From an optimization exercise on the open Yosys and OpenROAD flow, aimed at small area, a short achievable clock period and few clock cycles per item; shortcuts taken in it are not production practice. No run shown here included a check of the RTL's function; only the layout flow was run. The clock port is modelled as an ideal driver; clocking choices that lean on that would not hold on a real chip. Power is estimated from default activity; no workload was simulated.

==> flow/design.v (outline; a module is shown in full before it is edited, if it fits) <==
// module cnn_dvcon_fa: 11 lines
// module cnn_dvcon_ha: 10 lines
// module cnn_dvcon_en: 8 lines
// module cnn_dvcon: 3301 lines
module cnn_dvcon
(
  input  logic               aclk,
  input  logic               aresetn,
  input  logic [cnn_dvcon_pkg::TDATA_W-1:0] s_axis_tdata,
  input  logic               s_axis_tvalid,
  output logic               s_axis_tready,
  output logic [cnn_dvcon_pkg::ACC_W-1:0]   m_axis_tdata,
  output logic               m_axis_tvalid,
  input  logic               m_axis_tready
);
  // ...
==> flow/flow/run.sh <==
#!/bin/bash
# Standard layout (the standard.sh) with two changes:
#  - the port buffers are sky130_fd_sc_hd__buf_2 cells rather than the delay cells
#    buffer_ports picks by default;
#  - clock tree synthesis builds from clkbuf_4/clkbuf_8 and adds no dummy
#    load cells (otherwise the same clock_tree_synthesis arguments as ORFS).
set -e
export BUFFER_PORTS_ARGS="-buffer_cell sky130_fd_sc_hd__buf_2"
export CTS_ARGS="-sink_clustering_enable -repair_clock_nets -dont_use_dummy_load -buf_list {sky130_fd_sc_hd__clkbuf_4 sky130_fd_sc_hd__clkbuf_8}"
bash standard.sh > standard_flow.log 2>&1
==> flow/standard.sh <==
#!/bin/bash
# synth_recipe.tcl (not shown) runs the flow's synth.tcl, then flattens the netlist and writes it again
# the make line also repeats each setting of config.mk as NAME=value (left out here)
make -C /OpenROAD-flow-scripts/flow DESIGN_CONFIG=/design/flow/config.mk WORK_HOME=/design/flow/orfs CLKGATE_MAP_FILE= SYNTH_SCRIPT=/design/flow/synth_recipe.tcl "${@:-finish}"
==> flow/config.mk <==
export PLATFORM = sky130hd
export DESIGN_NAME = cnn_dvcon
export DESIGN_NICKNAME = cnn_dvcon
export VERILOG_FILES = /design/flow/design.v
export SDC_FILE = /design/flow/constraint.sdc
export NUM_CORES = 4
export LEC_CHECK = 0
export CAP_MARGIN = 20
export CORE_MARGIN = 2
export CORE_UTILIZATION = 65
export CTS_BUF_LIST = sky130_fd_sc_hd__clkbuf_4 sky130_fd_sc_hd__clkbuf_8
export PLACE_DENSITY = 0.75
export SETUP_SLACK_MARGIN = 4.5
export SLEW_MARGIN = 20
export SYNTH_HIERARCHICAL = 1
==> flow/constraint.sdc <==
create_clock -name core_clock -period 8.0 [get_ports {aclk}]
set_input_delay 1.6000 -clock core_clock [delete_from_list [all_inputs] [get_ports {aclk}]]
set_output_delay 1.6000 -clock core_clock [all_outputs]
set_load 0.01 [all_outputs]
==> flow_summary.ini, run 1 <==
[synthesis]
synthArstFlopShare = 0.01266
synth_nets = 2251
syn-mean-instance-area_um2 = 13.99
synth_seq_cells = 237
synthAdderAreaFrac = 0.5248
syn-cell-area_mm2 = 0.02144
synth_cells = 1533

[clocking]
cts_resized = 22
cts_num_sinks = 237
hold_buffers = 0
worstSkewPairLatency_ns = 0.57

[status]
status = complete, no violations

[global_routing]
grt_usage = 0.4091
grt_max_degree = 163
grt_pass1_wl_um = 95880
grtUsageMet1 = 0.5686

[power_and_ir_drop]
p_seq_w = 0.00315
pwr-share-seq = 0.272
comb_power_share = 0.644
internal_power_w = 0.006635

[placed_design]
place_inst = 2087
gp_congestion = 1.075
pre_cts_ws_ns = 4.101

[layout]
final_core_util = 0.7258
design.seq.count = 237
nMultiInputCombCells = 1200
antenna_cells = 1
largest_cell_class = multi-input combinational cells
top_register = m_axis_tdata
final_cells = 2132

[timing]
fin_hold_ws_ns = 0.4602
period_share = 0.4500
rsz0062_at_grt = true
worst_pin_slew_ns = 1.105
hold_violations = 0
clock-skew-final_ns = 0.03630

[drt]
wl_met1_um = 24460
wl_met3_um = 9646

[setup_path]
crit_required_ns = 8.28
r2r.worst_path.cells = 7
cp.arrival_ns = 3.88

[die]
core_mm2 = 0.03254

[min_path]
min_to = r1_r0_fs_3$_DFFE_PP_
hold_path.class = register to register
==> run 2: changes to the inputs <==
--- a/flow/config.mk
+++ b/flow/config.mk
@@ -10,6 +10,6 @@
 export CORE_UTILIZATION = 65
 export CTS_BUF_LIST = sky130_fd_sc_hd__clkbuf_4 sky130_fd_sc_hd__clkbuf_8
 export PLACE_DENSITY = 0.75
-export SETUP_SLACK_MARGIN = 4.5
+export SETUP_SLACK_MARGIN = 4.0
 export SLEW_MARGIN = 20
 export SYNTH_HIERARCHICAL = 1
==> run 2 against run 1 <==
Against the previous run: still clean; die area stayed put; global-route usage is 1.4 points higher; first-iteration DRC count is 12% higher; routed wire length is 2.6% higher; final cell count stayed put; via count is 1.1% higher; clock skew is 0.011 ns higher; sequential power hardly changed; critical path type unchanged; largest power group unchanged.
==> flow_summary.ini, run 2 <==
[synthesis]
yosysSeqAreaShare = 0.3312
synthFlopType = edfxtp_1
synthTopCellsByArea = fa_1, edfxtp_1, nand2_1
synth_top_area_cell = fa_1
syn-mean-instance-area_um2 = 13.99
synthAdderAreaFrac = 0.5248
synth_top_family_by_area = adder cells
synth_cells = 1533
yosys.area_share.simple = 0.1163
yosys.area.top_type_share = 0.5125
syn-cell-area_mm2 = 0.02144
synth-xor-area-share = 0.003676
synth_most_common_cell = fa_1
synthDistinctLibCells = 28
synthTopCellsByCount = fa_1, nand2_1, edfxtp_1
synth_nets = 2251
synth_compound_area_frac = 0.005660
synth_seq_cells = 237
yosys_warnings = 7
synthArstFlopShare = 0.01266
synth_edf_count = 234
synth.area.mux_share = 0.001575

[clocking]
post_cts_buffers = 0
hold_buffers = 0
cts_resized = 0
path_clk_slew_ns = 0.07
cts-buffers-inserted = 42
cts_tree = done
cts_num_sinks = 237
worstSkewPairLatency_ns = 0.56

[drt]
ant_nets = 0
routed_wl_um = 68230
viasPerCell = 6.402
via_count = 13650
first_pass_iters = 8
drt_iter0_markers = 1961
drc_errors = 0
wl_per_cell_um = 32.00

[timing]
slew_headroom = 0.3809
setup_slack_ns = 4.212
slew_violations = 0
worst_pin_slew_ns = 0.9286
hold_violations = 0
setup-tns-final_ns = 0
rsz0062_at_grt = false
fin_hold_ws_ns = 0.4206
period_share = 0.4735
finalSetupViolCount = 0
clock-skew-final_ns = 0.04724
post-route-min-period_ns = 3.788
maxClockFrequency_ghz = 0.2640

[setup_path]
max_stage_delay_ns = 0.50
criticalPathCategory = register to register
path_cells = fa_1 > fa_1 > fa_1 > fa_1 > fa_1 > fa_1 > fa_1
cp-end-kind = register
crit_required_ns = 8.30
crit_top_cell = fa_1
worstPathMaxFanout = 1
cpMaxStageDelayCell = fa_1
cp.arrival_ns = 4.08
start_kind = register

[layout]
multi_input_area_mm2 = 0.01399
final_common_cell = fa_1
top_register = m_axis_tdata
regArea_mm2 = 0.007102
largest_reg_flops = 20
layout-drive-gt1-share = 0.1291
syn2layout_area_growth_pct = 8.367
fin_nets = 2408
final_core_util = 0.7142
reg_top3 = m_axis_tdata: 20 flops, vld: 3 flops
fillCellCount = 2199
layout_common_cells = fa_1, nand2_1, edfxtp_1

[power_and_ir_drop]
report.power.total_w = 0.01145
ir_drop_mv = 1.026
p_leak_nw = 8.360
powerDensity_mw_per_mm2 = 492.8

[die]
start_util = 0.6591
rows = 66
core_mm2 = 0.03254
die_h_um = 185.6
die_w_um = 185.6
pin_count = 170
dieArea_mm2 = 0.03446

[global_routing]
grt.overflow.total = 0
grt_pass1_vias = 15190
grt_antenna_before_repair = 5
grt_max_degree = 89
grt_usage = 0.4227
grt_pass1_wl_um = 98610

[placed_design]
gp_congestion = 1.046
port_buffers = 169
hpwl_um = 57330
pre_cts_ws_ns = 4.071

[status]
status = complete, no violations

[min_path]
hold_path.class = register to register

[run]
maxCapViolations = 0
## run 2: changes by cell type in the layout (fill, tap and decap cells not counted), sizes merged
cell,before,now
buf,170,171
clkbuf,44,42
diode,1,2
## run 2: area by class of cell
class                           instances  area share
Timing Repair Buffer                  171     0.03737
Antenna cell                            2   0.0002154
Tap cell                              442     0.02380
Clock buffer                           42     0.02487
Inverter                               38    0.006138
Multi-Input combinational cell       1200      0.6020
Sequential cell                       237      0.3056
## run 2: final timing paths
path,startpoint,end,slack (ns),depth (start not counted)
max,r0_fc_118$_DFFE_PP_,r1_fs_527$_DFFE_PP_,4.21,7
min,r0_fs_3$_DFFE_PP_,r1_r0_fs_3$_DFFE_PP_,0.42,0
max reg2reg,r0_fc_118$_DFFE_PP_,r1_fs_527$_DFFE_PP_,4.21,7
min reg2reg,r0_fs_3$_DFFE_PP_,r1_r0_fs_3$_DFFE_PP_,0.42,0
max in group asynchronous,aresetn,vld[3]$_DFFE_PN0P_,7.06,1
min in group asynchronous,aresetn,vld[2]$_DFFE_PN0P_,0.84,1
## run 2: worst max-delay path, delay by kind of cell (launching register included)
kind | cells | cell delay [ns]
adders and majority gates | 7 | 3.12
DFF | 1 | 0.43
## run 2: logic make-up after synthesis
family	after synthesis
buf+inv	96
fa+ha+maj	570
simple gates	601
flops	237
xor+xnor	9
compound gates	17
mux	3
## run 2: metal layers
layer,routed length [um],vias up,track usage
met5,49,-,0
met4,3417,8,0.1742
met3,10430,274,0.1718
met2,30490,1215,0.6269
met1,23840,7025,0.5650
li1,-,5126,-
## run 2: per-module statistics from Yosys (local to each module, per instance)
module,times used,flip-flops and latches,area [um^2],cells
cnn_dvcon_ha,1,0,12.51,1
cnn_dvcon_fa,548,0,20.02,1
cnn_dvcon_en,2,0,6.256,1
cnn_dvcon,1,237,10450,982
## run 2: stage by stage
| stage | cells | instance area [um^2] |
|---|---|---|
| floorplan | 1533 | 21450 |
| global placement | 2088 | 22650 |
| detailed placement | 2088 | 22650 |
| CTS | 2130 | 23230 |
| global route | 2130 | 23230 |
| finish | 2132 | 23240 |
## run 2: report_power, final
group	total, W	switching (W)	internal (W)
logic	0.00741	0.00412	0.00328
registers	0.00313	0.000334	0.00279
clock network	0.000918	0.000457	0.000461
total	0.0115	0.00491	0.00654

## what the ideal ports hide
How much do the figures lean on ideal ports? The routed layouts below were timed once more, with nothing changed but the port constraints.
Step 1 sets driving cells, clkbuf_16 on the clock port and buf_2 on the other inputs (assumed; they add their load-dependent delay and slew).
Step 2 also shifts input and output timing later by t, the mid clock arrival at the registers, as if the neighbouring blocks saw the same clock.
Three values: no drivers, after step 1, after step 2; two values: the first two.
run | t (ns) | slack for setup (ns) | clock arrival spread, ns | worst data-port slew with drivers (ns)
run 1 | 0.593 | 4.400 / 4.400 / 4.017 | 0.037 / 0.037 | 0.08
run 2 | 0.590 | 4.212 / 4.212 / 4.054 | 0.048 / 0.048 | 0.08
After both steps every run listed still meets setup and hold. For run 1, which loses most, drivers alone change the setup slack by 0.000 ns; drivers and shift together by -0.383 ns.
